From an optimization exercise on the open Yosys and OpenROAD flow, aimed at small area, a short achievable clock period and few clock cycles; shortcuts taken in it are not production practice. Only simulation tests tie the RTL to the original design; equivalence was not proved. Power figures rest on the tool's default switching activity, not on a simulated workload.

==> flow/design.v <==
package dram_responder_pkg;
    localparam logic [7:0] HOST_CMD_LOAD = 8'h01;
    localparam logic [7:0] HOST_CMD_DUMP = 8'h02;
    typedef enum logic [2:0] {
        S_CMD,
        S_ADDR,
        S_LEN,
        S_LOAD,
        S_DUMP_RD,
        S_DUMP_TX
    } host_state_e;
    function automatic logic [8:0] len_to_cnt(input logic [7:0] len);
        len_to_cnt = (len == 8'd0) ? 9'd256 : {1'b0, len};
    endfunction
endpackage
module dram_responder_sp_sram (
    input  logic       clk,
    input  logic       rst,
    input  logic        we_i,
    input  logic        rsel_i,
    input  logic        wsel_i,
    input  logic [7:0]  caddr_i,
    input  logic [15:0] plo_i,
    input  logic [15:0] phi_i,
    input  logic [7:0]  wdata_i,
    input  logic       re_i,
    output logic [7:0] rdata_o
);
    logic [15:0] lo_n, hi_n, wlo_n, whi_n;
    dram_responder_pdec  u_dec_lo  (.a_i(caddr_i[3:0]), .p_i(plo_i), .sel_i(rsel_i), .y_no(lo_n));
    dram_responder_pdec  u_dec_hi  (.a_i(caddr_i[7:4]), .p_i(phi_i), .sel_i(rsel_i), .y_no(hi_n));
    dram_responder_pdece u_dec_wlo (.a_i(caddr_i[3:0]), .p_i(plo_i), .sel_i(wsel_i), .en_i(we_i),
                                    .y_no(wlo_n));
    dram_responder_pdec  u_dec_whi (.a_i(caddr_i[7:4]), .p_i(phi_i), .sel_i(wsel_i), .y_no(whi_n));
    logic [15:0] wlo_nq, whi_nq;
    logic [7:0]  wd_q;
    always_ff @(posedge clk) begin
        wlo_nq <= wlo_n;
        whi_nq <= whi_n;
        wd_q   <= wdata_i;
    end
    logic [255:0] rsel, wen;
    logic [7:0]   mem_q [256];
    for (genvar i = 0; i < 256; i++) begin : g_word
        dram_responder_nor2 u_wen  (.a(wlo_nq[i % 16]), .b(whi_nq[i / 16]), .y(wen[i]));
        dram_responder_nor2 u_rsel (.a(lo_n[i % 16]), .b(hi_n[i / 16]), .y(rsel[i]));
        always_ff @(posedge clk) begin
            if (wen[i]) mem_q[i] <= wd_q;
        end
    end
    logic hit;
    dram_responder_hit u_hit (.lo_ni(lo_n), .hi_ni(hi_n), .wlo_ni(wlo_nq), .whi_ni(whi_nq), .hit_o(hit));
    logic [7:0] rd_n;
    for (genvar b = 0; b < 8; b++) begin : g_bit
        logic [31:0] t1;
        logic [15:0] t2_n;
        logic [7:0]  t3;
        logic [3:0]  t4_n;
        logic [1:0]  t5;
        for (genvar i = 0; i < 32; i++) begin : g_t1
            dram_responder_ao8 u (
                .w({mem_q[8*i+7][b], mem_q[8*i+6][b], mem_q[8*i+5][b], mem_q[8*i+4][b],
                    mem_q[8*i+3][b], mem_q[8*i+2][b], mem_q[8*i+1][b], mem_q[8*i][b]}),
                .s(rsel[8*i +: 8]), .y(t1[i]));
        end
        for (genvar i = 0; i < 16; i++) begin : g_t2
            dram_responder_nor2 u (.a(t1[2*i]), .b(t1[2*i+1]), .y(t2_n[i]));
        end
        for (genvar i = 0; i < 8; i++) begin : g_t3
            dram_responder_nand2 u (.a(t2_n[2*i]), .b(t2_n[2*i+1]), .y(t3[i]));
        end
        for (genvar i = 0; i < 4; i++) begin : g_t4
            dram_responder_nor2 u (.a(t3[2*i]), .b(t3[2*i+1]), .y(t4_n[i]));
        end
        for (genvar i = 0; i < 2; i++) begin : g_t5
            dram_responder_a21oi u (.a(t4_n[2*i]), .b(t4_n[2*i+1]), .c(hit), .y(t5[i]));
        end
        logic byp;
        assign byp = hit & wd_q[b];
        dram_responder_nor3 u_t6 (.a(t5[0]), .b(t5[1]), .c(byp), .y(rd_n[b]));
    end
    logic [7:0] rdata_q;
    always_ff @(posedge clk or posedge rst) begin
        if (rst) begin
            rdata_q <= '0;
        end else if (re_i) begin
            rdata_q <= ~rd_n;
        end
    end
    assign rdata_o = rdata_q;
endmodule
module dram_responder_pdec (
    input  logic [3:0]  a_i,
    input  logic [15:0] p_i,
    input  logic        sel_i,
    output logic [15:0] y_no
);
    always_comb begin
        for (int k = 0; k < 16; k++) y_no[k] = !(sel_i ? p_i[k] : (a_i == 4'(k)));
    end
endmodule
module dram_responder_pdece (
    input  logic [3:0]  a_i,
    input  logic [15:0] p_i,
    input  logic        sel_i,
    input  logic        en_i,
    output logic [15:0] y_no
);
    always_comb begin
        for (int k = 0; k < 16; k++) y_no[k] = !(en_i && (sel_i ? p_i[k] : (a_i == 4'(k))));
    end
endmodule
module dram_responder_nor2 (
    input  logic a, b,
    output logic y
);
    assign y = !(a || b);
endmodule
module dram_responder_ao8 (
    input  logic [7:0] w,
    input  logic [7:0] s,
    output logic       y
);
    assign y = |(w & s);
endmodule
module dram_responder_nor3 (
    input  logic a, b, c,
    output logic y
);
    assign y = !(a || b || c);
endmodule
module dram_responder_hit (
    input  logic [15:0] lo_ni,
    input  logic [15:0] hi_ni,
    input  logic [15:0] wlo_ni,
    input  logic [15:0] whi_ni,
    output logic        hit_o
);
    assign hit_o = |(~lo_ni & ~wlo_ni) && |(~hi_ni & ~whi_ni);
endmodule
module dram_responder_a21oi (
    input  logic a, b, c,
    output logic y
);
    assign y = !((a && b) || c);
endmodule
module dram_responder_nand2 (
    input  logic a, b,
    output logic y
);
    assign y = !(a && b);
endmodule
module dram_responder (
    input  logic       clk,
    input  logic       rst,
    input  logic [7:0] dram_addr,
    input  logic [7:0] dram_din,
    input  logic       dram_write,
    output logic [7:0] dram_dout,
    input  logic       cpu_idle,
    output logic       host_busy,
    input  logic [7:0] host_in_data,
    input  logic       host_in_valid,
    output logic       host_in_ready,
    output logic [7:0] host_out_data,
    output logic       host_out_valid,
    input  logic       host_out_ready,
    output logic       cmd_err
);
    logic       busy_q, s_addr_q, s_len_q, s_load_q, s_dump_q;
    logic       rdy_q;       
    logic       dump_q;      
    logic       last_q;      
    logic [7:0] ptr_q;       
    logic [15:0] plo_q, phi_q;   
    logic [7:0] cnt_q;       
    logic       stall_q, err_q;
    logic       busy_a_q, idle_w_q;
    logic in_ready, in_fire, out_fire, cmd_ok, is_dump, stall, step, fin;
    logic [7:0] cnt_dec;
    assign in_ready = (cpu_idle && !busy_q) || rdy_q;
    assign in_fire  = host_in_valid && in_ready;
    assign out_fire = s_dump_q && host_out_ready;
    assign is_dump  = (host_in_data == dram_responder_pkg::HOST_CMD_DUMP);
    assign cmd_ok   = (host_in_data == dram_responder_pkg::HOST_CMD_LOAD) || is_dump;
    assign stall    = !busy_q && host_in_valid && !cpu_idle;
    assign cnt_dec  = cnt_q - 8'd1;
    assign step     = (s_load_q && host_in_valid) || out_fire;
    assign fin      = last_q && step;
    always_ff @(posedge clk or posedge rst) begin
        if (rst) begin
            busy_q   <= 1'b0;
            s_addr_q <= 1'b0;
            s_len_q  <= 1'b0;
            s_load_q <= 1'b0;
            s_dump_q <= 1'b0;
            rdy_q    <= 1'b0;
            stall_q  <= 1'b0;
            err_q    <= 1'b0;
        end else begin
            stall_q <= stall;
            err_q   <= (!busy_q && in_fire && !cmd_ok) || (stall && !stall_q) || (busy_q && dram_write);
            if (!busy_q) begin
                if (in_fire && cmd_ok) begin
                    busy_q   <= 1'b1;
                    s_addr_q <= 1'b1;
                    rdy_q    <= 1'b1;
                end
            end else if (s_addr_q) begin
                if (host_in_valid) begin
                    s_addr_q <= 1'b0;
                    s_len_q  <= 1'b1;
                end
            end else if (s_len_q) begin
                if (host_in_valid) begin
                    s_len_q  <= 1'b0;
                    s_load_q <= !dump_q;
                    s_dump_q <= dump_q;
                    rdy_q    <= !dump_q;
                end
            end else if (fin) begin
                busy_q   <= 1'b0;
                s_load_q <= 1'b0;
                s_dump_q <= 1'b0;
                rdy_q    <= 1'b0;
            end
        end
    end
    logic [7:0] ptr_d;
    always_comb begin
        ptr_d = ptr_q;
        if (s_addr_q && host_in_valid) begin
            ptr_d = host_in_data;
        end else if (step || (s_len_q && host_in_valid && dump_q)) begin
            ptr_d = ptr_q + 8'd1;
        end
    end
    logic busy_d;
    always_comb begin
        busy_d = busy_q;
        if (!busy_q) busy_d = in_fire && cmd_ok;
        else if (!s_addr_q && !s_len_q && fin) busy_d = 1'b0;
    end
    always_ff @(posedge clk) begin
        busy_a_q <= busy_d;
        idle_w_q <= !busy_d;
        if (!busy_q) begin
            dump_q <= is_dump;
        end
        ptr_q <= ptr_d;
        plo_q <= 16'b1 << ptr_d[3:0];
        phi_q <= 16'b1 << ptr_d[7:4];
        if (s_len_q && host_in_valid) begin
            cnt_q  <= host_in_data;
            last_q <= (host_in_data == 8'd1);
        end else if (step) begin
            cnt_q  <= cnt_dec;
            last_q <= (cnt_dec == 8'd1);
        end
    end
    logic       mem_we, mem_re;
    logic [7:0] mem_wdata, mem_rdata;
    assign mem_we    = idle_w_q ? dram_write : (s_load_q && host_in_valid);
    assign mem_wdata = idle_w_q ? dram_din : host_in_data;
    assign mem_re    = !s_dump_q || host_out_ready;
    dram_responder_sp_sram u_ram (
        .clk    (clk),
        .rst    (rst),
        .we_i   (mem_we),
        .rsel_i (busy_a_q),
        .wsel_i (!idle_w_q),
        .caddr_i(dram_addr),
        .plo_i  (plo_q),
        .phi_i  (phi_q),
        .wdata_i(mem_wdata),
        .re_i   (mem_re),
        .rdata_o(mem_rdata)
    );
    assign dram_dout      = mem_rdata;
    assign host_out_data  = mem_rdata;
    assign host_out_valid = s_dump_q;
    assign host_in_ready  = in_ready;
    assign host_busy      = busy_q;
    assign cmd_err        = err_q;
endmodule
==> flow/flow/run.sh <==
#!/bin/bash
# The standard layout (standard.sh, with the standard synthesis), except
# that the input and output port buffers are plain buffers
# (sky130_fd_sc_hd__buf_4) instead of the delay cell buffer_ports picks by
# default. Every port still gets its own buffer.
set -euo pipefail
bash standard.sh "BUFFER_PORTS_ARGS=-buffer_cell sky130_fd_sc_hd__buf_4" finish > standard.log 2>&1
==> flow/standard.sh <==
#!/bin/bash
# synth_recipe.tcl (not shown) runs the flow's synth.tcl, then flattens the netlist and writes it again
# the make line also repeats each setting of config.mk as NAME=value (left out here)
make -C /OpenROAD-flow-scripts/flow DESIGN_CONFIG=/design/flow/config.mk WORK_HOME=/design/flow/orfs CLKGATE_MAP_FILE= SYNTH_SCRIPT=/design/flow/synth_recipe.tcl "${@:-finish}"
==> flow/config.mk <==
export PLATFORM = sky130hd
export DESIGN_NAME = dram_responder
export DESIGN_NICKNAME = dram_responder
export VERILOG_FILES = /design/flow/design.v
export SDC_FILE = /design/flow/constraint.sdc
export NUM_CORES = 4
export LEC_CHECK = 0
export CAP_MARGIN = 20
export CORE_MARGIN = 2
export CORE_UTILIZATION = 60
export PLACE_DENSITY = 0.7
export SETUP_SLACK_MARGIN = 2.5
export SLEW_MARGIN = 20
export SYNTH_HIERARCHICAL = 1
export SYNTH_MINIMUM_KEEP_SIZE = 0
export TNS_END_PERCENT = 100
==> flow/constraint.sdc <==
create_clock -name core_clock -period 5.5 [get_ports {clk}]
set_input_delay 1.1000 -clock core_clock [delete_from_list [all_inputs] [get_ports {clk}]]
set_output_delay 1.1000 -clock core_clock [all_outputs]
set_load 0.01 [all_outputs]
==> flow_summary.rst, run 1 <==
.. list-table::
   :header-rows: 1

   * - Metric
     - Value
   * - Largest net degree at the start of global routing
     - 129
   * - GRT busiest layer
     - met2
   * - Family of cells with the greatest summed delay on the critical path
     - simple AND/OR/NAND/NOR gates
   * - Share of total power in combinational logic
     - 0.009
   * - Period Utilization, post-route
     - 0.555
   * - Reported max-cap violation count
     - 0
   * - Slowest cell on crit path
     - sky130_fd_sc_hd__dfxtp_4
   * - Hold violation count in the final report
     - 0
   * - Internal
     - 25700 uW
   * - Total power
     - 32000 uW
   * - Clk slew on worst S/H paths
     - 0.06 ns
   * - Routability Congestion
     - 0.915
   * - Post-synth net total
     - 4645
   * - Overflow left after global routing
     - 0
   * - Seq pwr share
     - 0.564
   * - Transition time at the pin with the least slew margin
     - 1.24 ns
   * - Via count of the first global-routing pass
     - 44900
   * - Placeable core region
     - 131000 um^2
   * - CTS tree
     - done
   * - Maximum number of buffers from clock root to sink
     - 3
   * - Antenna violations before repair
     - 6
   * - Type of destination of the critical path
     - register
   * - Avg Cell Area, Syn
     - about 17 um^2
   * - Post-route standard cell area excluding fillers
     - 89900 um^2
   * - Half-perimeter wire length after placement
     - 127000 um
   * - Total Die Area
     - 134000 um^2
   * - Setup violations, final
     - 0
   * - Post-route worst hold slack
     - 0.280 ns
   * - Antenna viol nets, final
     - 0
   * - Yosys reg bits
     - around 2200
   * - Sw frac
     - 0.197
   * - Worst clock skew
     - around 0.035 ns
   * - Worst path bufs/invs
     - 2
   * - Number of instances in the synthesized netlist
     - 4612
   * - Vias per inst
     - 6.86
   * - Number of filler instances in the final layout
     - 8518
   * - Peak supply drop
     - 0.000359 V
   * - Placement Cell Area
     - 81900 um^2
   * - Net switching power of the design
     - 6290 uW
   * - I/O pin count
     - 50
   * - Nets
     - 4979
   * - Clock buffers created by TritonCTS
     - 203
   * - Wire length reported by the detailed router
     - 215000 um
   * - Share of synthesized area occupied by flip-flops and latches
     - 0.809
   * - Number of buffers added to fix hold violations after cts
     - 0
   * - Chip Height
     - 367 um
   * - Power density over the cells
     - 356 nW/um^2
   * - Number of enable-type register cells in the synthesized netlist
     - a little over 2000
   * - Main flop type after synthesis
     - sky130_fd_sc_hd__edfxtp_1
   * - Fmax
     - 328 MHz
   * - Worst-case headroom to the max-slew limit
     - 0.171
   * - Commonest non-fill, non-tap cells in the layout
     - sky130_fd_sc_hd__edfxtp_1 (2058), sky130_fd_sc_hd__a22oi_1 (1028), sky130_fd_sc_hd__nor2_1 (537)
   * - Data arrival, critical path
     - 3.74 ns
   * - Max Slew Vio Count
     - 0
   * - Met1 Usage GRT
     - 0.439
   * - Number of input and output port buffers inserted
     - 49
   * - Grt met3 use
     - 0.0648
   * - HP Class
     - in2async
   * - Final routed DRC violation total
     - 0
   * - Slowest stage delay, CP
     - 0.39 ns
   * - Class of the most critical setup path
     - reg2reg
   * - Num Clock Sinks
     - 2156
   * - Post-synthesis cell type count
     - 70
   * - Worst-skew pair later-pin latency
     - 0.84 ns
   * - Maximum fanout along the worst path
     - 25
   * - Clock Power Share
     - 0.427
   * - Met2 track utilization from global routing
     - 0.483
   * - Die Width
     - between 300 and 400 um
   * - Layout cells sized above 1
     - 0.148
   * - Fin crit period
     - 3.05 ns
   * - Endpoint required time on the critical path
     - 6.19 ns
   * - Starting Density
     - 0.602
   * - Total number of H-tree levels
     - 4
   * - Launching element type of the critical path
     - register
   * - Pre-Repair DR Iteration Count
     - 6
   * - CTS Root Cell
     - sky130_fd_sc_hd__clkbuf_16
   * - Total GRT Usage
     - 0.315
   * - Most common library cell in the layout ignoring fill and taps
     - sky130_fd_sc_hd__edfxtp_1
   * - Async SR Flop Fraction
     - 0.00742
   * - P&R area growth vs syn
     - 14.0%
   * - Final-layout setup total negative slack
     - 0 ns
   * - Leakage power of the design
     - approximately 0.028 uW
   * - Series of cell instances along the critical path
     - buf_16, nand2_1, o31a_4, buf_6, nor2_1, a22oi_1, nand4_1, nor2_1, nand2_1, nor2_2, a21oi_2, nor3_2, a21oi_2
   * - Number of vias after detailed routing
     - 47200
   * - Result of the run
     - finished clean
   * - YS warnings
     - 11
   * - Setup repair after global routing missed its margin
     - yes
   * - Wire length of the first global-routing pass
     - 306000 um
   * - Synthesized cell area
     - 78900 um^2
   * - Cell Rows
     - 133
   * - Drt initial violations
     - 7630
   * - Wire length per cell after detailed routing
     - 31.2 um
==> modules after synthesis (local to each module, per instance) <==
module                  times used  cell area [um^2]  flops+latches
dram_responder_nor2            672              3.75              0
dram_responder_nor3              8              10.0              0
dram_responder_hit               1               159              0
dram_responder_pdec              3               265              0
dram_responder_pdece             1               245              0
dram_responder_a21oi            16              8.76              0
dram_responder_nand2            64              3.75              0
dram_responder                   1              2740             60
dram_responder_sp_sram           1             62700           2096
dram_responder_ao8             256              36.3              0
==> layer usage <==
metal / share of wire / vias to the layer above
met1: 0.38 / 23600
met3: 0.11 / 565
met5: 0.00011 / -
met2: 0.47 / 3192
li1: - / 19800
met4: 0.049 / 4
==> state kept, by name, summed over array words and instances, names as in the netlist, 8 cells and up <==
name           count
u_ram.wlo_nq      16
phi_q             16
u_ram.wd_q         8
cnt_q              8
u_ram.mem_q     2048
u_ram.whi_nq      16
u_ram.rdata_q      8
ptr_q              8
plo_q             16
==> path summary, 6_finish.rpt <==
check / slack [ns] / cells past startpoint / end / start
setup / recovery: 2.45 / 13 / u_ram.rdata_q[3] / busy_a_q
hold / removal: 0.28 / 2 / stall_q / rst
setup reg to reg: 2.45 / 13 / u_ram.rdata_q[3] / busy_a_q
hold reg to reg: 0.45 / 1 / u_ram.wlo_nq[13] / plo_q[13]
max in group asynchronous: 4.77 / 2 / u_ram.rdata_q[0] / rst
min in group core_clock: 0.45 / 1 / u_ram.wlo_nq[13] / plo_q[13]
==> what timing repair did <==
action                                  CTS  global route
gates resized for setup                  87           166
setup buffers                            41            10
pin swaps                                 6             8
endpoints found under the setup margin    8             8
gates cloned                              0             3
==> synthesized netlist by cell type (all sizes together), types with 7 or more instances <==
library cell	instances	area (um^2)
nor3	34	250
edfxtp	2058	61800
a21oi	34	249
o22ai	8	50.1
nand2	142	549
nand4	257	1610
buf	25	189
nor2	707	2650
or2	8	65.1
xnor2	7	61.3
nand2b	19	119
a22oi	1039	7820
mux2	9	101
o31a	48	420
o21ai	10	50.0
and2	11	73.8
inv	15	58.8
dfxtp	82	1640
dfrtp	16	400
==> area by class of cell <==
type                    count  area [um^2]  share of cell area
flip-flops and latches   2156        63900               0.711
clock inverters           115         1190              0.0132
repair buffers            156         1540              0.0172
diodes                      4         10.0            0.000111
multi-input cells        2413        15700               0.174
well taps                1755         2200              0.0244
clock buffers             262         5330              0.0593
inverters                  16         63.8            0.000710
==> power by group through the flow <==
stage               Sequential [uW]  Clock, uW  Combinational [uW]
floorplan                     18500          0                24.4
global placement              18400          0                 281
detailed placement            18400          0                 289
CTS                           18000      13700                 290
global route                  18000      14400                 315
finish                        18000      13600                 293
==> logic make-up (layout without fill, tap and decap cells) <==
| family | Yosys count | after routing | synth area share |
|---|---|---|---|
| DFF | 2156 | 2156 | 0.809 |
| and+or+nand+nor | 1205 | 1205 | 0.0701 |
| AOI/OAI and AO/OA | 1178 | 1181 | 0.113 |
| buffers and inverters | 46 | 549 | 0.00344 |
| muxes | 15 | 15 | 0.00225 |
| xor gates and xnor gates | 9 | 9 | 0.000999 |
| adders and majority gates | 3 | 3 | 0.000476 |
| other | 0 | 4 | 0 |
==> stage by stage <==
stage          cells  setup slack (ns)   util
2_1_floorplan   4612              2.17      -
3_3_place_gp    6442             0.841  0.626
3_5_place_dp    6442             0.810  0.626
4_1_cts         6860              2.50  0.681
5_1_grt         6873              2.47  0.686
6_report        6877              2.45  0.686
Testbench counts, summed over its fixed seeds: cycles 22,524.
==> run 2: changes to the inputs <==
--- a/flow/design.v
+++ b/flow/design.v
@@ -50,13 +50,10 @@
     end
     logic hit;
     dram_responder_hit u_hit (.lo_ni(lo_n), .hi_ni(hi_n), .wlo_ni(wlo_nq), .whi_ni(whi_nq), .hit_o(hit));
-    logic [7:0] rd_n;
+    logic [7:0] t3 [8];
     for (genvar b = 0; b < 8; b++) begin : g_bit
         logic [31:0] t1;
         logic [15:0] t2_n;
-        logic [7:0]  t3;
-        logic [3:0]  t4_n;
-        logic [1:0]  t5;
         for (genvar i = 0; i < 32; i++) begin : g_t1
             dram_responder_ao8 u (
                 .w({mem_q[8*i+7][b], mem_q[8*i+6][b], mem_q[8*i+5][b], mem_q[8*i+4][b],
@@ -67,27 +64,29 @@
             dram_responder_nor2 u (.a(t1[2*i]), .b(t1[2*i+1]), .y(t2_n[i]));
         end
         for (genvar i = 0; i < 8; i++) begin : g_t3
-            dram_responder_nand2 u (.a(t2_n[2*i]), .b(t2_n[2*i+1]), .y(t3[i]));
-        end
-        for (genvar i = 0; i < 4; i++) begin : g_t4
-            dram_responder_nor2 u (.a(t3[2*i]), .b(t3[2*i+1]), .y(t4_n[i]));
-        end
-        for (genvar i = 0; i < 2; i++) begin : g_t5
-            dram_responder_a21oi u (.a(t4_n[2*i]), .b(t4_n[2*i+1]), .c(hit), .y(t5[i]));
-        end
-        logic byp;
-        assign byp = hit & wd_q[b];
-        dram_responder_nor3 u_t6 (.a(t5[0]), .b(t5[1]), .c(byp), .y(rd_n[b]));
-    end
-    logic [7:0] rdata_q;
-    always_ff @(posedge clk or posedge rst) begin
-        if (rst) begin
-            rdata_q <= '0;
-        end else if (re_i) begin
-            rdata_q <= ~rd_n;
-        end
-    end
-    assign rdata_o = rdata_q;
+            dram_responder_nand2 u (.a(t2_n[2*i]), .b(t2_n[2*i+1]), .y(t3[b][i]));
+        end
+    end
+    logic [7:0] byp;
+    assign byp = {8{hit}} & wd_q;
+    logic [3:0] part_d [8];
+    logic [3:0] part_q [8];
+    for (genvar b = 0; b < 8; b++) begin : g_part
+        dram_responder_o21aib u_p0 (.a(t3[b][0]), .b(t3[b][1]), .c_n(hit), .d(byp[b]),
+                                    .y(part_d[b][0]));
+        for (genvar i = 1; i < 4; i++) begin : g_p
+            dram_responder_o21ai u (.a(t3[b][2*i]), .b(t3[b][2*i+1]), .c_n(hit),
+                                   .y(part_d[b][i]));
+        end
+        always_ff @(posedge clk or posedge rst) begin
+            if (rst) begin
+                part_q[b] <= '1;
+            end else if (re_i) begin
+                part_q[b] <= part_d[b];
+            end
+        end
+        assign rdata_o[b] = !(&part_q[b]);
+    end
 endmodule
 module dram_responder_pdec (
     input  logic [3:0]  a_i,
@@ -138,11 +137,17 @@
 );
     assign hit_o = |(~lo_ni & ~wlo_ni) && |(~hi_ni & ~whi_ni);
 endmodule
-module dram_responder_a21oi (
-    input  logic a, b, c,
-    output logic y
-);
-    assign y = !((a && b) || c);
+module dram_responder_o21ai (
+    input  logic a, b, c_n,
+    output logic y
+);
+    assign y = !((a || b) && !c_n);
+endmodule
+module dram_responder_o21aib (
+    input  logic a, b, c_n, d,
+    output logic y
+);
+    assign y = !(((a || b) && !c_n) || d);
 endmodule
 module dram_responder_nand2 (
     input  logic a, b,
--- a/flow/config.mk
+++ b/flow/config.mk
@@ -13,4 +13,4 @@
 export SLEW_MARGIN = 20
 export SYNTH_HIERARCHICAL = 1
 export SYNTH_MINIMUM_KEEP_SIZE = 0
-export TNS_END_PERCENT = 100
+export TNS_END_PERCENT = 5
==> flow_summary.rst, run 2 <==
.. list-table::
   :header-rows: 1

   * - Metric
     - Value
   * - Worst-case headroom to the max-slew limit
     - 0.214 (+0.0429)
   * - Class of the most critical setup path
     - in2reg
   * - Data arrival, critical path
     - 3.86 ns (+0.12 ns)
   * - Area share of the largest cell type after synthesis
     - 0.773 (-0.0105)
   * - Type of destination of the critical path
     - register
   * - Half-perimeter wire length after placement
     - 131000 um (+2.6%)
   * - Number of input and output port buffers inserted
     - 49 (unchanged)
   * - Antenna viol nets, final
     - 0 (unchanged)
   * - Chip Height
     - 369 um (+0.67%)
   * - Largest net degree at the start of global routing
     - 171 (+33%)
   * - Overflow left after global routing
     - 0 (unchanged)
   * - Peak supply drop
     - 0.000376 V (+5.0%)
   * - Total number of H-tree levels
     - 4 (unchanged)
   * - Via count of the first global-routing pass
     - 44900 (+0.13%)
   * - YS warnings
     - 16 (+5)
   * - HP Class
     - in2async
   * - Avg Cell Area, Syn
     - 17.2 um^2 (+0.59%)
   * - Post-synthesis cell type count
     - 73 (+4.3%)
   * - Placement Cell Area
     - 82800 um^2 (+1.1%)
   * - P&R area growth vs syn
     - 12.8%
   * - Fmax
     - 323 MHz (-1.4%)
   * - Reported max-cap violation count
     - 0 (unchanged)
   * - Total Die Area
     - 136000 um^2 (+1.3%)
   * - Cell Rows
     - 133 (unchanged)
   * - Transition time at the pin with the least slew margin
     - 1.16 ns (-0.0828 ns)
   * - Maximum fanout along the worst path
     - 12 (-52%)
   * - Yosys reg bits
     - 2180 (+1.1%)
   * - Number of flip-flops under the largest register name
     - 2048 (unchanged)
   * - Antenna violations before repair
     - 4 (-2)
   * - Worst clock skew
     - 0.0250 ns (-0.00955 ns)
   * - Placeable core region
     - 132000 um^2 (+0.64%)
   * - Wire length per cell after detailed routing
     - 31.4 um (+0.72%)
   * - Final-layout setup total negative slack
     - 0 ns (unchanged)
   * - Post-synth net total
     - 4680 (+0.75%)
   * - Drt initial violations
     - 7482 (-1.9%)
   * - Clock buffers created by TritonCTS
     - 203 (unchanged)
   * - Register with the highest flop count
     - u_ram.mem_q
   * - Num Clock Sinks
     - 2180 (+1.1%)
   * - Number of enable-type register cells in the synthesized netlist
     - 2058 (unchanged)
   * - Routability Congestion
     - 0.891 (-2.7%)
   * - Layout cells sized above 1
     - 0.126 (-0.0214)
   * - Launching element type of the critical path
     - input pin
   * - Number of vias after detailed routing
     - 47600 (+0.84%)
   * - Main flop type after synthesis
     - sky130_fd_sc_hd__edfxtp_1
   * - Pre-Repair DR Iteration Count
     - 6 (unchanged)
   * - Number of buffers added to fix hold violations after cts
     - 0 (unchanged)
   * - Clk slew on worst S/H paths
     - 0.06 ns (about the same)
   * - Maximum number of buffers from clock root to sink
     - 3 (unchanged)
   * - Wire length of the first global-routing pass
     - 309000 um (+1.2%)
   * - Wire length reported by the detailed router
     - 216000 um (+0.78%)
   * - Cell types occupying the most area after synthesis
     - sky130_fd_sc_hd__edfxtp_1 (77%), sky130_fd_sc_hd__a22oi_1 (9.7%), sky130_fd_sc_hd__nor2_1 (3.2%)
   * - Result of the run
     - finished clean
   * - Async SR Flop Fraction
     - 0.0183 (+0.0109)
   * - Setup repair after global routing missed its margin
     - yes
   * - Fin crit period
     - 3.10 ns (+0.0442 ns)
   * - Total GRT Usage
     - 0.316 (+0.00108)
   * - Max Slew Vio Count
     - 0 (unchanged)
   * - Final routed DRC violation total
     - 0 (unchanged)
   * - Setup violations, final
     - 0 (unchanged)
   * - CTS tree
     - done
   * - Power density over the cells
     - 362 nW/um^2 (+1.8%)
   * - Most common library cell in the layout ignoring fill and taps
     - sky130_fd_sc_hd__edfxtp_1
   * - Worst-skew pair later-pin latency
     - 0.85 ns (about the same)
   * - Synthesized cell area
     - 79900 um^2 (+1.4%)
   * - Dominant cell by count in the synthesized netlist
     - sky130_fd_sc_hd__edfxtp_1
   * - Die Width
     - 369 um (+0.67%)
   * - Endpoint required time on the critical path
     - 6.26 ns (+0.07 ns)
   * - Synth top cells by count
     - sky130_fd_sc_hd__edfxtp_1 (2058), sky130_fd_sc_hd__a22oi_1 (1036), sky130_fd_sc_hd__nor2_1 (678), sky130_fd_sc_hd__nand4_1 (265), sky130_fd_sc_hd__nand2_1 (141)
   * - Number of instances in the synthesized netlist
     - 4647 (+0.76%)
   * - CTS Root Cell
     - sky130_fd_sc_hd__clkbuf_16
   * - Period Utilization, post-route
     - 0.563 (+0.00803)
   * - Share of synthesized area occupied by flip-flops and latches
     - 0.807 (-0.00282)
   * - Vias per inst
     - 6.91 (+0.78%)
   * - Area leader, netlist
     - sky130_fd_sc_hd__edfxtp_1
   * - Hold violation count in the final report
     - 0 (unchanged)
   * - Starting Density
     - 0.607 (+0.00431)
   * - Post-route standard cell area excluding fillers
     - 90200 um^2 (+0.33%)
   * - Nets
     - 4979 (unchanged)
   * - Commonest non-fill, non-tap cells in the layout
     - sky130_fd_sc_hd__edfxtp_1 (2058), sky130_fd_sc_hd__a22oi_1 (1035), sky130_fd_sc_hd__nor2_1 (623)
   * - Leakage power of the design
     - 0.0282 uW (+0.41%)
   * - I/O pin count
     - 50 (unchanged)
   * - Biggest registers after layout
     - u_ram.mem_q (2048), u_ram.part_q (32)
-- run 2: cell types whose count changed in the layout (fill, tap and decap cells not counted), moves of 10 or more --
cell,before,now
sky130_fd_sc_hd__o21bai_1,3,27
sky130_fd_sc_hd__mux2_4,0,30
sky130_fd_sc_hd__buf_4,121,102
sky130_fd_sc_hd__nor2_4,20,0
sky130_fd_sc_hd__nor2_2,150,55
sky130_fd_sc_hd__buf_6,6,16
sky130_fd_sc_hd__buf_12,24,8
sky130_fd_sc_hd__dfstp_2,0,32
sky130_fd_sc_hd__a21oi_2,21,0
sky130_fd_sc_hd__nor2_1,537,623
-- run 2: final timing paths --
check / endpoint / slack [ns] / cells after the start / startpoint
worst max-delay path: u_ram.part_q[4][0] / 2.40 / 12 / dram_addr[1]
worst min-delay path: err_q / 0.22 / 2 / rst
worst max register to register: u_ram.part_q[3][2] / 2.44 / 10 / busy_a_q
worst min register to register: u_ram.wlo_nq[8] / 0.45 / 1 / plo_q[8]
max in group asynchronous: u_ram.part_q[1][3] / 4.64 / 3 / rst
min in group core_clock: u_ram.wlo_nq[8] / 0.45 / 1 / plo_q[8]
-- run 2: per-layer routing --
layer,vias up,share of wire,GRT usage
met5,-,0.00012,0
met4,4,0.039,0.113
met1,24000,0.39,0.459
met3,445,0.12,0.0685
li1,19900,-,-
met2,3217,0.46,0.477
-- run 2: area by class of cell --
| cell class | instances | area (um^2) |
|---|---|---|
| Inverter | 13 | 52.6 |
| Clock inverter | 119 | 1310 |
| Fill cell | 8620 | 41600 |
| Multi-Input combinational cell | 2421 | 15500 |
| Antenna cell | 2 | 5.00 |
| Sequential cell | 2180 | 64500 |
| Clock buffer | 264 | 5470 |
| Timing Repair Buffer | 127 | 1120 |
| Tap cell | 1755 | 2200 |
-- run 2: metrics by stage --
step                utilization  power (uW)  setup slack [ns]  hold slack, ns  std cells
floorplan                     -       18700              1.25           0.405       4647
global placement          0.628       18800              1.04           0.439       6473
detailed placement        0.628       18900              1.01           0.435       6473
CTS                       0.681       32800              2.31           0.183       6864
global route              0.684       33400              2.44           0.228       6879
finish                    0.684       32700              2.40           0.224       6881
-- run 2: cell families (layout without fill, tap and decap cells) --
group / count (synthesis) / count (layout) / synth area share
multiplexers: 44 / 44 / 0.00776
flip-flops: 2180 / 2180 / 0.807
other: 0 / 2 / 0
adder cells (fa/ha/maj): 3 / 3 / 0.000470
buffers and inverters: 46 / 523 / 0.00401
AO/OA/AOI/OAI: 1189 / 1189 / 0.113
AND/OR/NAND/NOR: 1176 / 1176 / 0.0674
XOR/XNOR: 9 / 9 / 0.000986
-- run 2: report_power, final --
group	total (uW)	switching [uW]	internal, uW	leakage, uW
Sequential	18200	64.6	18100	0.0196
Combinational	297	257	39.7	0.00527
Clock	14200	6010	8160	0.00329
Total	32700	6330	26300	0.0282
-- run 2: what timing repair did --
action,in CTS,in global routing
cloned,0,0
pin swaps,8,7
setup endpoints to repair,48,48
setup buffers,8,15
resized for setup,38,72
-- run 2: per-module statistics from Yosys (local to each module, per instance) --
module,flip-flops and latches,cell area [um^2],copies in the design
dram_responder_o21ai,0,7.51,24
dram_responder_ao8,0,36.3,256
dram_responder,60,2740,1
dram_responder_pdec,0,265,3
dram_responder_nand2,0,3.75,64
dram_responder_pdece,0,245,1
dram_responder_o21aib,0,13.8,8
dram_responder_sp_sram,2120,63800,1
dram_responder_hit,0,159,1
dram_responder_nor2,0,3.75,640
-- run 2: worst max-delay path, stage by stage --
cell and delay (ns):
sky130_fd_sc_hd__buf_4 0.15, sky130_fd_sc_hd__or2_4 0.29, sky130_fd_sc_hd__o31a_4 0.52, sky130_fd_sc_hd__buf_4 0.28
sky130_fd_sc_hd__nor2_1 0.43, sky130_fd_sc_hd__a22oi_1 0.19, sky130_fd_sc_hd__nand4_1 0.29, sky130_fd_sc_hd__nor2_1 0.09
sky130_fd_sc_hd__nand2_1 0.09, sky130_fd_sc_hd__o21ba_1 0.13, sky130_fd_sc_hd__nor2_1 0.05, sky130_fd_sc_hd__mux2_4 0.25
Testbench counts of run 2, summed over its fixed seeds: cycles 22,524.
==> run 3: changes to the inputs <==
--- a/flow/design.v
+++ b/flow/design.v
@@ -94,10 +94,30 @@
     input  logic        sel_i,
     output logic [15:0] y_no
 );
+    logic [3:0] d01, d23;
+    logic       nsel;
+    assign nsel = !sel_i;
+    dram_responder_dec2 u_d01 (.a_i(a_i[1:0]), .y_o(d01));
+    dram_responder_dec2 u_d23 (.a_i(a_i[3:2]), .y_o(d23));
+    for (genvar k = 0; k < 16; k++) begin : g_line
+        dram_responder_a32oi u (.a1(nsel), .a2(d01[k % 4]), .a3(d23[k / 4]), .b1(sel_i), .b2(p_i[k]),
+                                .y(y_no[k]));
+    end
+endmodule
+module dram_responder_dec2 (
+    input  logic [1:0] a_i,
+    output logic [3:0] y_o
+);
     always_comb begin
-        for (int k = 0; k < 16; k++) y_no[k] = !(sel_i ? p_i[k] : (a_i == 4'(k)));
+        for (int k = 0; k < 4; k++) y_o[k] = (a_i == 2'(k));
     end
 endmodule
+module dram_responder_a32oi (
+    input  logic a1, a2, a3, b1, b2,
+    output logic y
+);
+    assign y = !((a1 && a2 && a3) || (b1 && b2));
+endmodule
 module dram_responder_pdece (
     input  logic [3:0]  a_i,
     input  logic [15:0] p_i,
--- a/flow/config.mk
+++ b/flow/config.mk
@@ -13,4 +13,4 @@
 export SLEW_MARGIN = 20
 export SYNTH_HIERARCHICAL = 1
 export SYNTH_MINIMUM_KEEP_SIZE = 0
-export TNS_END_PERCENT = 5
+export TNS_END_PERCENT = 100
==> flow_summary.rst, run 3 <==
.. list-table::
   :header-rows: 1

   * - Metric
     - Value
   * - Result of the run
     - finished clean
   * - Highest metal layer with signal wires
     - met5
   * - Number of vias after detailed routing
     - 47600 (+0.14%)
   * - Antenna viol nets, final
     - 0 (unchanged)
   * - Cell types occupying the most area after synthesis
     - sky130_fd_sc_hd__edfxtp_1 (77%), sky130_fd_sc_hd__a22oi_1 (9.8%), sky130_fd_sc_hd__nor2_1 (3.2%)
   * - Wire length of the first global-routing pass
     - 308000 um (-0.23%)
   * - Power density over the cells
     - 359 nW/um^2 (-1.0%)
   * - Total Die Area
     - 136000 um^2 (-0.26%)
   * - WL met1
     - 82700 um (-0.67%)
   * - Detail Route met3 WL
     - 26500 um (+4.8%)
   * - Cell Rows
     - 133 (unchanged)
   * - CTS Root Cell
     - sky130_fd_sc_hd__clkbuf_16
   * - Clock buffers created by TritonCTS
     - 204 (+0.49%)
   * - Number of filler instances in the final layout
     - 8287 (-3.9%)
   * - Transition time at the pin with the least slew margin
     - 1.29 ns (+0.125 ns)
   * - Reported max-cap violation count
     - 0 (unchanged)
   * - Area share of the largest cell type after synthesis
     - 0.775 (+0.00200)
   * - Reg-to-reg slack, setup
     - 2.46 ns (+0.02 ns)
   * - Total GRT Usage
     - 0.317 (+0.000924)
   * - Slowest cell on crit path
     - sky130_fd_sc_hd__dfstp_2
   * - Num Clock Sinks
     - 2180 (unchanged)
   * - Setup violations, final
     - 0 (unchanged)
   * - Die Width
     - 369 um (-0.13%)
   * - Yosys reg bits
     - 2180 (unchanged)
   * - Hold violation count in the final report
     - 0 (unchanged)
   * - Worst Setup EP
     - host_out_data[5]
   * - R2R depth
     - 12 (+2)
   * - Count of cell instances traversed by the critical path
     - 2 (-10)
   * - Maximum fanout along the worst path
     - 2 (-10)
   * - Type of destination of the critical path
     - output pin
   * - Vias per inst
     - 6.92 (about the same)
   * - Biggest registers after layout
     - u_ram.mem_q (2048), u_ram.part_q (32)
   * - Fin crit period
     - 3.08 ns (-0.0103 ns)
   * - Half-perimeter wire length after placement
     - 130000 um (-0.71%)
   * - Endpoint required time on the critical path
     - 4.40 ns (-1.86 ns)
   * - Number of input and output port buffers inserted
     - 49 (unchanged)
   * - Dominant cell by count in the synthesized netlist
     - sky130_fd_sc_hd__edfxtp_1
   * - Via count of the first global-routing pass
     - 45100 (+0.38%)
   * - Fmax
     - 324 MHz (+0.33%)
   * - Area leader, netlist
     - sky130_fd_sc_hd__edfxtp_1
   * - I/O pin count
     - 50 (unchanged)
   * - Met2 layer wire length in the routed design
     - 99600 um (+0.57%)
   * - Nets
     - 4983 (+0.080%)
   * - Slowest stage delay, CP
     - 0.66 ns (+0.14 ns)
   * - Starting Density
     - 0.606 (-0.000802)
   * - Drt initial violations
     - 8284 (+11%)
   * - Number of enable-type register cells in the synthesized netlist
     - 2058 (unchanged)
   * - Launching element type of the critical path
     - register
   * - YS warnings
     - 16 (unchanged)
   * - Wire length reported by the detailed router
     - 217000 um (+0.47%)
   * - Main flop type after synthesis
     - sky130_fd_sc_hd__edfxtp_1
   * - Commonest non-fill, non-tap cells in the layout
     - sky130_fd_sc_hd__edfxtp_1 (2058), sky130_fd_sc_hd__a22oi_1 (1033), sky130_fd_sc_hd__nor2_1 (621)
   * - Post-synthesis cell type count
     - 74 (+1.4%)
   * - Placeable core region
     - 132000 um^2 (-0.13%)
   * - Wire length per cell after detailed routing
     - 31.6 um (+0.42%)
   * - Largest net degree at the start of global routing
     - 165 (-3.5%)
   * - Overflow left after global routing
     - 0 (unchanged)
   * - Pre-Repair DR Iteration Count
     - 8 (+2)
   * - Family of cells with the greatest summed delay on the critical path
     - flip-flops
   * - Layout cells sized above 1
     - 0.140 (+0.0138)
   * - Async SR Flop Fraction
     - 0.0183 (unchanged)
   * - Worst reg2reg endpoint
     - u_ram.part_q[7][0]
   * - Avg Cell Area, Syn
     - 17.4 um^2 (+0.91%)
   * - Routability Congestion
     - 0.936 (+5.1%)
   * - Series of cell instances along the critical path
     - nand4_1, buf_4
   * - Worst-skew pair later-pin latency
     - 0.83 ns (-0.02 ns)
   * - Final-layout setup total negative slack
     - 0 ns (unchanged)
   * - P&R area growth vs syn
     - 14.3%
   * - Total power
     - 32700 uW (about the same)
   * - Data arrival, critical path
     - 1.98 ns (-1.88 ns)
   * - Maximum number of buffers from clock root to sink
     - 3 (unchanged)
   * - Share of synthesized area occupied by flip-flops and latches
     - 0.809 (+0.00209)
   * - CTS tree
     - done
   * - Worst clock skew
     - 0.0294 ns (+0.00436 ns)
   * - Period Utilization, post-route
     - 0.561 (-0.00187)
   * - Chip Height
     - 369 um (-0.13%)
   * - Post-route worst hold slack
     - 0.254 ns (+0.0302 ns)
   * - Worst path bufs/invs
     - 1 (-1)
   * - Worst reg2reg path startpoint
     - busy_a_q
   * - Synthesized cell area
     - 79700 um^2 (-0.26%)
   * - Synth top cells by count
     - sky130_fd_sc_hd__edfxtp_1 (2058), sky130_fd_sc_hd__a22oi_1 (1036), sky130_fd_sc_hd__nor2_1 (684), sky130_fd_sc_hd__nand4_1 (265), sky130_fd_sc_hd__nand2_1 (87)
   * - Total number of H-tree levels
     - 4 (unchanged)
   * - Clk slew on worst S/H paths
     - 0.06 ns (about the same)
   * - Max Slew Vio Count
     - 0 (unchanged)
   * - Leakage power of the design
     - 0.0280 uW (-0.71%)
   * - Final routed DRC violation total
     - 0 (unchanged)
   * - Peak supply drop
     - 0.000304 V (-19%)
   * - Critical path startpoint
     - u_ram.part_q[5][0]
   * - Register with the highest flop count
     - u_ram.mem_q
   * - Setup repair after global routing missed its margin
     - yes
   * - HP Class
     - in2async
   * - Number of instances in the synthesized netlist
     - 4593 (-1.2%)
   * - Most common library cell in the layout ignoring fill and taps
     - sky130_fd_sc_hd__edfxtp_1
   * - Worst-case headroom to the max-slew limit
     - 0.143 (-0.0711)
   * - Number of flip-flops under the largest register name
     - 2048 (unchanged)
   * - Class of the most critical setup path
     - reg2out
   * - Post-synth net total
     - 4626 (-1.2%)
   * - Antenna violations before repair
     - 11 (+7)
run 3: changes by cell type after synthesis, sizes merged, moves of 9 or more:
cell / delta
nand2b: -12
a32oi: +48
nand2: -54
o31a: -48
buf: -9
run 3: per-module statistics from Yosys (local to each module, per instance):
module	flops+latches	cells	copies in the design
dram_responder_nor2	0	1	640
dram_responder_a32oi	0	1	48
dram_responder_o21ai	0	1	24
dram_responder_hit	0	21	1
dram_responder_pdece	0	29	1
dram_responder_dec2	0	4	6
dram_responder	60	271	1
dram_responder_o21aib	0	2	8
dram_responder_nand2	0	1	64
dram_responder_ao8	0	5	256
dram_responder_sp_sram	2120	2173	1
dram_responder_pdec	0	1	3
run 3: what timing repair did:
action	CTS	global route
setup endpoints to repair	48	46
hold buffers	0	0
pin swaps	28	8
gates cloned	0	0
setup buffers	51	9
gates resized for setup	60	62
run 3: cell type report:
type | count | area, um^2 | area share
sequential | 2180 | 64500 | 0.708
multi-input combinational | 2373 | 15700 | 0.172
clock buffer | 252 | 5470 | 0.0601
tap | 1755 | 2200 | 0.0241
timing repair buffer | 175 | 1890 | 0.0207
clock inverter | 131 | 1280 | 0.0140
inverter | 16 | 71.3 | 0.000782
antenna | 2 | 5.00 | 0.0000549
run 3: stage by stage:
step,setup WS (ns),cells,util,cell area [um^2]
after floorplan,2.22,4593,-,80200
after global placement,1.01,6437,0.632,83200
after detailed placement,1.05,6439,0.633,83300
after CTS,2.36,6873,0.690,90900
after global routing,2.39,6882,0.692,91100
final,2.42,6884,0.692,91200
run 3: cells by family after synthesis:
kind of cell	after synthesis	share of synthesized area
xor+xnor	9	0.000989
simple gates	1128	0.0654
fa+ha+maj	3	0.000471
buf+inv	40	0.00359
flops	2180	0.809
mux	44	0.00778
compound gates	1189	0.113
run 3: how the worst min path moves through the flow:
| stage | depth (start not counted) | to | start |
|---|---|---|---|
| after floorplan | 1 | u_ram.wlo_nq[0] | plo_q[0] |
| after global placement | 1 | u_ram.whi_nq[0] | phi_q[0] |
| final | 2 | err_q | rst |
| after CTS | 2 | err_q | rst |
| after global routing | 2 | stall_q | rst |
| after detailed placement | 1 | u_ram.whi_nq[5] | phi_q[5] |
run 3: report_power, final:
part	switching, uW	total, uW	internal [uW]
clock	5980	14200	8180
combinational	275	319	44.4
sequential	66.3	18200	18100
run 3: layer usage:
layer	vias to the layer above	GRT usage
met1	24000	0.455
met3	431	0.0716
met5	-	0
li1	19900	-
met2	3278	0.477
met4	6	0.126
Testbench counts of run 3, summed over its fixed seeds: cycles 22,524.
==> run 4: changes to the inputs <==
--- a/flow/design.v
+++ b/flow/design.v
@@ -71,6 +71,7 @@
     assign byp = {8{hit}} & wd_q;
     logic [3:0] part_d [8];
     logic [3:0] part_q [8];
+    logic [7:0] rd;
     for (genvar b = 0; b < 8; b++) begin : g_part
         dram_responder_o21aib u_p0 (.a(t3[b][0]), .b(t3[b][1]), .c_n(hit), .d(byp[b]),
                                     .y(part_d[b][0]));
@@ -78,15 +79,23 @@
             dram_responder_o21ai u (.a(t3[b][2*i]), .b(t3[b][2*i+1]), .c_n(hit),
                                    .y(part_d[b][i]));
         end
-        always_ff @(posedge clk or posedge rst) begin
-            if (rst) begin
-                part_q[b] <= '1;
-            end else if (re_i) begin
-                part_q[b] <= part_d[b];
-            end
+        always_ff @(posedge clk) begin
+            part_q[b] <= part_d[b];
         end
-        assign rdata_o[b] = !(&part_q[b]);
+        assign rd[b] = !(&part_q[b]);
     end
+    logic       live_q;
+    logic [7:0] hold_q;
+    always_ff @(posedge clk or posedge rst) begin
+        if (rst) begin
+            live_q <= 1'b0;
+            hold_q <= '0;
+        end else begin
+            live_q <= re_i;
+            hold_q <= rdata_o;
+        end
+    end
+    assign rdata_o = live_q ? rd : hold_q;
 endmodule
 module dram_responder_pdec (
     input  logic [3:0]  a_i,
==> flow_summary.rst, run 4 <==
.. list-table::
   :header-rows: 1

   * - Metric
     - Value
   * - Register with the highest flop count
     - u_ram.mem_q
   * - Vias per inst
     - 6.98 (+0.89%)
   * - Critical Path Most Common Cell
     - sky130_fd_sc_hd__buf_12
   * - Area share of the largest cell type after synthesis
     - 0.779 (+0.00376)
   * - Cell Rows
     - 133 (unchanged)
   * - Data arrival, critical path
     - 2.04 ns (+0.06 ns)
   * - Slowest cell on crit path
     - sky130_fd_sc_hd__dfrtp_4
   * - Share of synthesized area occupied by flip-flops and latches
     - 0.813 (+0.00424)
   * - Antenna violations before repair
     - 13 (+2)
   * - Type of destination of the critical path
     - output pin
   * - Async SR Flop Fraction
     - 0.00777 (-0.0106)
   * - Avg Cell Area, Syn
     - 17.3 um^2 (-0.29%)
   * - CTS tree
     - done
   * - Post-route worst hold slack
     - 0.318 ns (+0.0642 ns)
   * - Largest net degree at the start of global routing
     - 205 (+24%)
   * - Maximum number of buffers from clock root to sink
     - 3 (unchanged)
   * - Cell types occupying the most area after synthesis
     - sky130_fd_sc_hd__edfxtp_1 (78%), sky130_fd_sc_hd__a22oi_1 (9.8%), sky130_fd_sc_hd__nor2_1 (3.3%)
   * - Fmax
     - 318 MHz (-1.8%)
   * - Reported max-cap violation count
     - 0 (unchanged)
   * - Post-synthesis cell type count
     - 74 (unchanged)
   * - Overflow left after global routing
     - 0 (unchanged)
   * - Series of cell instances along the critical path
     - buf_12, buf_12, nor2_4, a21oi_4, buf_12, buf_6
   * - Number of instances in the synthesized netlist
     - 4584 (-0.20%)
   * - Total number of H-tree levels
     - 4 (unchanged)
   * - Worst path bufs/invs
     - 4 (+3)
   * - Antenna viol nets, final
     - 0 (unchanged)
   * - Number of vias after detailed routing
     - 48000 (+0.71%)
   * - Clk slew on worst S/H paths
     - 0.06 ns (about the same)
   * - Clock buffers created by TritonCTS
     - 205 (+0.49%)
   * - I/O pin count
     - 50 (unchanged)
   * - Nets
     - 4974 (-0.18%)
   * - Total GRT Usage
     - 0.325 (+0.00850)
   * - Layout cells sized above 1
     - 0.123 (-0.0173)
   * - Placeable core region
     - 131000 um^2 (-0.25%)
   * - Number of enable-type register cells in the synthesized netlist
     - 2058 (unchanged)
   * - Peak supply drop
     - 0.000280 V (-7.8%)
   * - Half-perimeter wire length after placement
     - 131000 um (+0.89%)
   * - Slowest stage delay, CP
     - 0.50 ns (-0.16 ns)
   * - Family of cells with the greatest summed delay on the critical path
     - buffers and inverters
   * - Routability Congestion
     - 0.912 (-2.5%)
   * - Post-synth net total
     - 4617 (-0.19%)
   * - Result of the run
     - finished clean
   * - Maximum fanout along the worst path
     - 6 (+4)
   * - Synthesized cell area
     - 79400 um^2 (-0.48%)
   * - Reg-to-reg slack, setup
     - 2.45 ns (about the same)
   * - Worst-skew pair later-pin latency
     - 0.84 ns (about the same)
   * - Dominant cell by count in the synthesized netlist
     - sky130_fd_sc_hd__edfxtp_1
   * - Drt initial violations
     - 7968 (-3.8%)
   * - Pre-Repair DR Iteration Count
     - 6 (-2)
   * - Total Die Area
     - 135000 um^2 (-0.48%)
   * - Final routed DRC violation total
     - 0 (unchanged)
   * - Power density over the cells
     - 359 nW/um^2 (+0.21%)
   * - Most common library cell in the layout ignoring fill and taps
     - sky130_fd_sc_hd__edfxtp_1
   * - Number of flip-flops under the largest register name
     - 2048 (unchanged)
   * - Setup repair after global routing missed its margin
     - yes
   * - Wire length reported by the detailed router
     - 221000 um (+1.8%)
   * - YS warnings
     - 16 (unchanged)
   * - Die Width
     - 368 um (-0.24%)
   * - Period Utilization, post-route
     - 0.571 (+0.0104)
   * - Chip Height
     - 368 um (-0.24%)
   * - Transition time at the pin with the least slew margin
     - 1.24 ns (-0.0465 ns)
   * - Number of filler instances in the final layout
     - 8315 (+0.34%)
   * - Yosys reg bits
     - 2189 (+0.41%)
   * - Total power
     - 32500 uW (-0.43%)
   * - Final-layout setup total negative slack
     - 0 ns (unchanged)
   * - Worst clock skew
     - 0.0344 ns (+0.00501 ns)
   * - Launching element type of the critical path
     - register
   * - Number of input and output port buffers inserted
     - 49 (unchanged)
   * - Leakage power of the design
     - 0.0277 uW (-1.1%)
   * - FF+latch area
     - 64600 um^2 (about the same)
   * - Endpoint required time on the critical path
     - 4.40 ns (about the same)
   * - Count of cell instances traversed by the critical path
     - 6 (+4)
   * - Worst-case headroom to the max-slew limit
     - 0.174 (+0.0310)
   * - Wire length per cell after detailed routing
     - 32.2 um (+1.9%)
   * - Setup violations, final
     - 0 (unchanged)
   * - Synth top cells by count
     - sky130_fd_sc_hd__edfxtp_1 (2058), sky130_fd_sc_hd__a22oi_1 (1036), sky130_fd_sc_hd__nor2_1 (690), sky130_fd_sc_hd__nand4_1 (257), sky130_fd_sc_hd__dfxtp_1 (114)
   * - Class of the most critical setup path
     - reg2out
   * - Biggest registers after layout
     - u_ram.mem_q (2048), u_ram.part_q (32)
   * - Post-route standard cell area excluding fillers
     - 90600 um^2 (-0.64%)
   * - Number of buffers added to fix hold violations after cts
     - 0 (unchanged)
   * - R2R depth
     - 11 (-1)
   * - Commonest non-fill, non-tap cells in the layout
     - sky130_fd_sc_hd__edfxtp_1 (2058), sky130_fd_sc_hd__a22oi_1 (1031), sky130_fd_sc_hd__nor2_1 (668)
   * - Via count of the first global-routing pass
     - 45500 (+0.81%)
   * - Area of combinational cells with multiple inputs
     - 15300 um^2 (-2.5%)
   * - Cell Count Post-Placement
     - 6435 (-0.062%)
   * - CTS Root Cell
     - sky130_fd_sc_hd__clkbuf_16
   * - Main flop type after synthesis
     - sky130_fd_sc_hd__edfxtp_1
   * - P&R area growth vs syn
     - 14.1%
   * - Num Clock Sinks
     - 2189 (+0.41%)
   * - Max Slew Vio Count
     - 0 (unchanged)
   * - HP Class
     - in2async
   * - Starting Density
     - 0.604 (-0.00140)
   * - Fin crit period
     - 3.14 ns (+0.0570 ns)
   * - Cell Count, Final, Fillers Out
     - 6872 (-0.17%)
   * - Hold violation count in the final report
     - 0 (unchanged)
   * - Area leader, netlist
     - sky130_fd_sc_hd__edfxtp_1
   * - Placement Cell Area
     - 83000 um^2 (-0.37%)
   * - Wire length of the first global-routing pass
     - 316000 um (+2.5%)
## run 4: worst paths after layout
kind / start / endpoint
setup / recovery: u_ram.live_q / host_out_data[7]
hold / removal: rst / s_dump_q
setup reg to reg: busy_a_q / u_ram.part_q[1][0]
hold reg to reg: phi_q[14] / u_ram.whi_nq[14]
max in group asynchronous: rst / u_ram.live_q
min in group core_clock: cpu_idle / stall_q
## run 4: layout make-up
class	count	area share
Antenna cell	9	0.000249
Clock buffer	271	0.0628
Clock inverter	103	0.0104
Inverter	16	0.000787
Multi-Input combinational cell	2357	0.169
Sequential cell	2189	0.713
Tap cell	1755	0.0242
Timing Repair Buffer	172	0.0194
## run 4: power by group
part / switching [uW] / internal, uW / total, uW / leakage, uW
Clock: 5970 / 7990 / 14000 / 0.00325
Sequential: 53.7 / 18200 / 18300 / 0.0196
Combinational: 281 / 39.9 / 321 / 0.00477
Total: 6300 / 26200 / 32500 / 0.0277
## run 4: logic make-up after synthesis
family	synth area share
muxes	0.00186
buffers and inverters	0.00311
DFF	0.813
adders and majority gates	0.000473
xor gates and xnor gates	0.000993
AOI/OAI and AO/OA	0.114
and+or+nand+nor	0.0664
## run 4: through the flow
step                utilization  setup WS [ns]
detailed placement        0.632           1.17
global placement          0.632           1.15
finish                    0.690           2.36
CTS                       0.688           2.34
floorplan                     -           2.43
global route              0.690           2.31
## run 4: per-layer routing
metal	GRT usage	share of wire
met5	0	0.00043
met4	0.146	0.047
met3	0.0872	0.13
met2	0.468	0.44
met1	0.470	0.38
## run 4: what timing repair did
action                                 CTS  global route
setup endpoints to repair               48            46
buffers inserted                        44            10
gates resized for setup                 58            21
endpoints found under the hold margin    0             0
pin swaps                               22            12
## run 4: worst reg2reg max path, stage by stage (launching register included)
cell                         delay [ns]
sky130_fd_sc_hd__dfxtp_4           0.39
sky130_fd_sc_hd__clkinvlp_4        0.21
sky130_fd_sc_hd__buf_4             0.28
sky130_fd_sc_hd__a32oi_4           0.40
sky130_fd_sc_hd__buf_12            0.27
sky130_fd_sc_hd__nor2_1            0.20
sky130_fd_sc_hd__a22oi_1           0.31
sky130_fd_sc_hd__nand4_1           0.23
sky130_fd_sc_hd__nor2_2            0.28
sky130_fd_sc_hd__nand2_1           0.13
sky130_fd_sc_hd__o21ba_1           0.19
sky130_fd_sc_hd__nor2_1            0.09
## run 4: Yosys stat by module (local to each module, per instance), a selection
module                  cells  copies in the design
dram_responder_ao8          5                   256
dram_responder_dec2         4                     6
dram_responder_a32oi        1                    48
dram_responder_sp_sram   2164                     1
dram_responder            271                     1
dram_responder_o21aib       2                     8
dram_responder_nor2         1                   640
dram_responder_pdece       29                     1
dram_responder_pdec         1                     3
dram_responder_hit         21                     1
dram_responder_o21ai        1                    24
Testbench counts of run 4, summed over its fixed seeds: cycles 22,524.
==> run 5: changes to the inputs <==
--- a/flow/config.mk
+++ b/flow/config.mk
@@ -9,7 +9,7 @@
 export CORE_MARGIN = 2
 export CORE_UTILIZATION = 60
 export PLACE_DENSITY = 0.7
-export SETUP_SLACK_MARGIN = 2.5
+export SETUP_SLACK_MARGIN = 2.9
 export SLEW_MARGIN = 20
 export SYNTH_HIERARCHICAL = 1
 export SYNTH_MINIMUM_KEEP_SIZE = 0
==> flow_summary.rst, run 5 <==
.. list-table::
   :header-rows: 1

   * - Metric
     - Value
   * - Total GRT Usage
     - 0.326 (+0.00121)
   * - Reg-to-reg slack, setup
     - 2.72 ns (+0.27 ns)
   * - Worst clock skew
     - 0.0368 ns (+0.00244 ns)
   * - YS warnings
     - 16 (unchanged)
   * - Async SR Flop Fraction
     - 0.00777 (unchanged)
   * - HP Class
     - in2async
   * - Post-synthesis cell type count
     - 74 (unchanged)
   * - Dominant cell by count in the synthesized netlist
     - sky130_fd_sc_hd__edfxtp_1
   * - Transition time at the pin with the least slew margin
     - 1.25 ns (+0.00677 ns)
   * - Met2 layer wire length in the routed design
     - 102000 um (+4.7%)
   * - Chip Height
     - 368 um (unchanged)
   * - Wire length per cell after detailed routing
     - 32.9 um (+2.3%)
   * - Type of destination of the critical path
     - output pin
   * - Main flop type after synthesis
     - sky130_fd_sc_hd__edfxtp_1
   * - Number of buffers added to fix hold violations after cts
     - 0 (unchanged)
   * - Cell Rows
     - 133 (unchanged)
   * - Number of filler instances in the final layout
     - 7870 (-5.4%)
   * - Nets
     - 5064 (+1.8%)
   * - Data arrival, critical path
     - 2.09 ns (+0.05 ns)
   * - Hold violation count in the final report
     - 0 (unchanged)
   * - Post-synth net total
     - 4617 (unchanged)
   * - Layout cells sized above 1
     - 0.217 (+0.0945)
   * - Number of vias after detailed routing
     - 49200 (+2.5%)
   * - Final worst slack
     - 2.31 ns (-0.0465 ns)
   * - Largest net degree at the start of global routing
     - 205 (unchanged)
   * - Antenna viol nets, final
     - 0 (unchanged)
   * - Peak supply drop
     - 0.000290 V (+3.6%)
   * - Vias per inst
     - 7.06 (+1.1%)
   * - Simple-gate area share of the yosys netlist
     - 0.0664 (unchanged)
   * - Highest metal layer with signal wires
     - met5
   * - Setup repair after global routing missed its margin
     - yes
   * - Number of flip-flops under the largest register name
     - 2048 (unchanged)
   * - Setup slack after placement
     - 1.17 ns (unchanged)
   * - Number of input and output port buffers inserted
     - 49 (unchanged)
   * - Total number of H-tree levels
     - 4 (unchanged)
   * - Worst-case headroom to the max-slew limit
     - 0.170 (-0.00451)
   * - Cell types occupying the most area after synthesis
     - sky130_fd_sc_hd__edfxtp_1 (78%), sky130_fd_sc_hd__a22oi_1 (9.8%), sky130_fd_sc_hd__nor2_1 (3.3%)
   * - Drt initial violations
     - 8397 (+5.4%)
   * - R2R depth
     - 12 (+1)
   * - Result of the run
     - finished clean
   * - WL met1
     - 85700 um (+1.2%)
   * - Period Utilization, post-route
     - 0.580 (+0.00845)
   * - Clk slew on worst S/H paths
     - 0.06 ns (about the same)
   * - Starting Density
     - 0.604 (unchanged)
   * - Commonest non-fill, non-tap cells in the layout
     - sky130_fd_sc_hd__edfxtp_1 (2058), sky130_fd_sc_hd__a22oi_1 (838), sky130_fd_sc_hd__nor2_1 (471)
   * - Area of combinational cells with multiple inputs
     - 17100 um^2 (+12%)
   * - Worst reg2reg endpoint
     - u_ram.part_q[3][0]
   * - Number of instances in the synthesized netlist
     - 4584 (unchanged)
   * - Critical path startpoint
     - u_ram.live_q
   * - Endpoint required time on the critical path
     - 4.40 ns (about the same)
   * - Maximum number of buffers from clock root to sink
     - 3 (unchanged)
   * - Final-layout setup total negative slack
     - 0 ns (unchanged)
   * - Num Clock Sinks
     - 2189 (unchanged)
   * - Leakage power of the design
     - 0.0285 uW (+3.1%)
   * - Synth top cells by count
     - sky130_fd_sc_hd__edfxtp_1 (2058), sky130_fd_sc_hd__a22oi_1 (1036), sky130_fd_sc_hd__nor2_1 (690), sky130_fd_sc_hd__nand4_1 (257), sky130_fd_sc_hd__dfxtp_1 (114)
   * - Yosys reg bits
     - 2189 (unchanged)
   * - Antenna violations before repair
     - 13 (unchanged)
   * - Die Width
     - 368 um (unchanged)
   * - Synthesized cell area
     - 79400 um^2 (unchanged)
   * - Max Slew Vio Count
     - 0 (unchanged)
   * - FF+latch area
     - 64600 um^2 (about the same)
   * - Power density over the cells
     - 347 nW/um^2 (-3.3%)
   * - Compound-Gate Fraction of Synth Area
     - 0.114 (unchanged)
   * - Pre-Repair DR Iteration Count
     - 6 (unchanged)
   * - Register with the highest flop count
     - u_ram.mem_q
   * - CTS tree
     - done
   * - Routability Congestion
     - 0.912 (unchanged)
   * - Clock buffers created by TritonCTS
     - 205 (unchanged)
   * - Launching element type of the critical path
     - register
   * - Detail Route met3 WL
     - 30300 um (+8.3%)
   * - Dominant combinational cell family by area after synthesis
     - compound AO/OA/AOI/OAI gates
   * - Adder-Cell Fraction of Synth Area
     - 0.000473 (unchanged)
   * - P&R area growth vs syn
     - 18.1%
   * - Area leader, netlist
     - sky130_fd_sc_hd__edfxtp_1
   * - Worst reg2reg path startpoint
     - busy_a_q
   * - Total Die Area
     - 135000 um^2 (unchanged)
   * - Share of synthesized area occupied by flip-flops and latches
     - 0.813 (unchanged)
   * - Final routed DRC violation total
     - 0 (unchanged)
   * - Class of the most critical setup path
     - reg2out
   * - Biggest registers after layout
     - u_ram.mem_q (2048), u_ram.part_q (32)
   * - Wire length of the first global-routing pass
     - 317000 um (+0.24%)
   * - Share of cell area taken by muxes after synthesis
     - 0.00186 (unchanged)
   * - Worst-skew pair later-pin latency
     - 0.83 ns (about the same)
   * - I/O pin count
     - 50 (unchanged)
   * - Most common library cell in the layout ignoring fill and taps
     - sky130_fd_sc_hd__edfxtp_1
   * - CTS Root Cell
     - sky130_fd_sc_hd__clkbuf_16
   * - Fin crit period
     - 3.19 ns (+0.0465 ns)
   * - Placeable core region
     - 131000 um^2 (unchanged)
   * - Fmax
     - 314 MHz (-1.5%)
   * - Area share of the largest cell type after synthesis
     - 0.779 (unchanged)
   * - Half-perimeter wire length after placement
     - 131000 um (unchanged)
   * - Setup violations, final
     - 0 (unchanged)
   * - Wire length reported by the detailed router
     - 229000 um (+3.8%)
   * - Via count of the first global-routing pass
     - 45600 (+0.35%)
   * - Overflow left after global routing
     - 0 (unchanged)
   * - Reported max-cap violation count
     - 0 (unchanged)
   * - XOR/XNOR Fraction of Synth Area
     - 0.000993 (unchanged)
   * - Number of enable-type register cells in the synthesized netlist
     - 2058 (unchanged)
   * - Avg Cell Area, Syn
     - 17.3 um^2 (unchanged)
   * - Maximum fanout along the worst path
     - 6 (unchanged)
[run 5: worst max-delay path, cell delays in order (launching register included)]
cell                      delay (ns)
sky130_fd_sc_hd__dfrtp_4        0.51
sky130_fd_sc_hd__buf_12         0.16
sky130_fd_sc_hd__buf_12         0.13
sky130_fd_sc_hd__nor2_4         0.13
sky130_fd_sc_hd__a21oi_4        0.06
sky130_fd_sc_hd__buf_12         0.15
sky130_fd_sc_hd__buf_6          0.12
[run 5: metal layers]
metal,up-vias,GRT usage
met2,3860,0.474
met3,606,0.0908
met1,24700,0.467
li1,20000,-
met5,-,0
met4,6,0.143
[run 5: cells by family after synthesis]
kind of cell | after synthesis
buffers and inverters | 38
AND/OR/NAND/NOR | 1136
flip-flops | 2189
XOR/XNOR | 9
AO/OA/AOI/OAI | 1197
multiplexers | 12
adder cells (fa/ha/maj) | 3
[run 5: what timing repair did]
item | 4_1_cts | 5_1_grt
setup buffers | 73 | 62
pin swaps | 52 | 134
setup endpoints to repair | 51 | 50
gates resized for setup | 199 | 417
gates cloned | 0 | 8
[run 5: metrics by stage]
step	utilization	area (um^2)	hold slack [ns]	power, uW	instances
after floorplan	-	79800	0.425	18700	4584
after global placement	0.632	83000	0.452	18900	6434
after detailed placement	0.632	83000	0.461	18900	6435
after CTS	0.694	91100	0.273	32600	6882
after global routing	0.714	93700	0.305	33300	6953
final	0.714	93700	0.324	32600	6967
[run 5: final cells by class]
class                   instances  share of cell area
multi-input cells            2357               0.182
clock buffers                 271              0.0607
repair buffers                262              0.0334
inverters                      16            0.000761
well taps                    1755              0.0234
flip-flops and latches       2189               0.689
clock inverters               103              0.0100
diodes                         14            0.000374
[run 5: worst max path at each step]
stage / end / cells past startpoint / slack, ns
floorplan: u_ram.part_q[6][0] / 7 / 2.43
global placement: u_ram.part_q[7][0] / 11 / 1.15
detailed placement: u_ram.part_q[7][0] / 11 / 1.17
CTS: host_out_data[1] / 4 / 2.34
global route: host_out_data[7] / 6 / 2.28
finish: host_out_data[7] / 6 / 2.31
[run 5: Yosys stat by module, one instance, submodules excluded]
module	area, um^2	cells inside	flip-flops and latches	copies in the design
dram_responder_sp_sram	63400	2164	2129	1
dram_responder	2740	271	60	1
dram_responder_pdece	245	29	0	1
dram_responder_hit	159	21	0	1
dram_responder_ao8	36.3	5	0	256
dram_responder_dec2	26.3	4	0	6
dram_responder_o21aib	13.8	2	0	8
dram_responder_a32oi	8.76	1	0	48
dram_responder_o21ai	7.51	1	0	24
dram_responder_nand2	3.75	1	0	64
dram_responder_nor2	3.75	1	0	640
dram_responder_pdec	3.75	1	0	3
[run 5: power by group]
group,switching [uW],internal (uW)
clock,5990,7990
combinational,287,42.8
sequential,54.0,18200
total,6330,26200

==> what the ideal ports hide <==
The results above use ideal ports. As a check the final layouts listed here were re-extracted and re-timed, cells and wires unchanged.
Step 1 sets driving cells, clkbuf_16 on the clock port and buf_2 on the other inputs (assumed; they add their load-dependent delay and slew).
Step 2, shift: input delay + t, output delay - t, t = (earliest + latest rising clock arrival at the registers) / 2. This alone moves slack from input paths to output paths.
a / b / c = ideal / step 1 / step 2; a / b = the first two.
| run | t, ns | setup slack, ns | clock arrival spread, ns | pins driven straight from the clock port |
|---|---|---|---|---|
| run 1 | 0.911 | 2.449 / 2.449 / 1.587 | 0.050 / 0.051 | 1 |
| run 2 | 0.911 | 2.405 / 2.370 / 1.525 | 0.034 / 0.035 | 1 |
| run 3 | 0.905 | 2.415 / 2.330 / 1.559 | 0.036 / 0.035 | 1 |
| run 4 | 0.907 | 2.358 / 2.273 / 1.631 | 0.037 / 0.036 | 1 |
| run 5 | 0.899 | 2.312 / 2.224 / 1.784 | 0.038 / 0.039 | 1 |
After both steps every run listed still meets setup and hold. For run 2, which loses most, drivers alone change the setup slack by -0.035 ns; drivers and shift together by -0.880 ns.
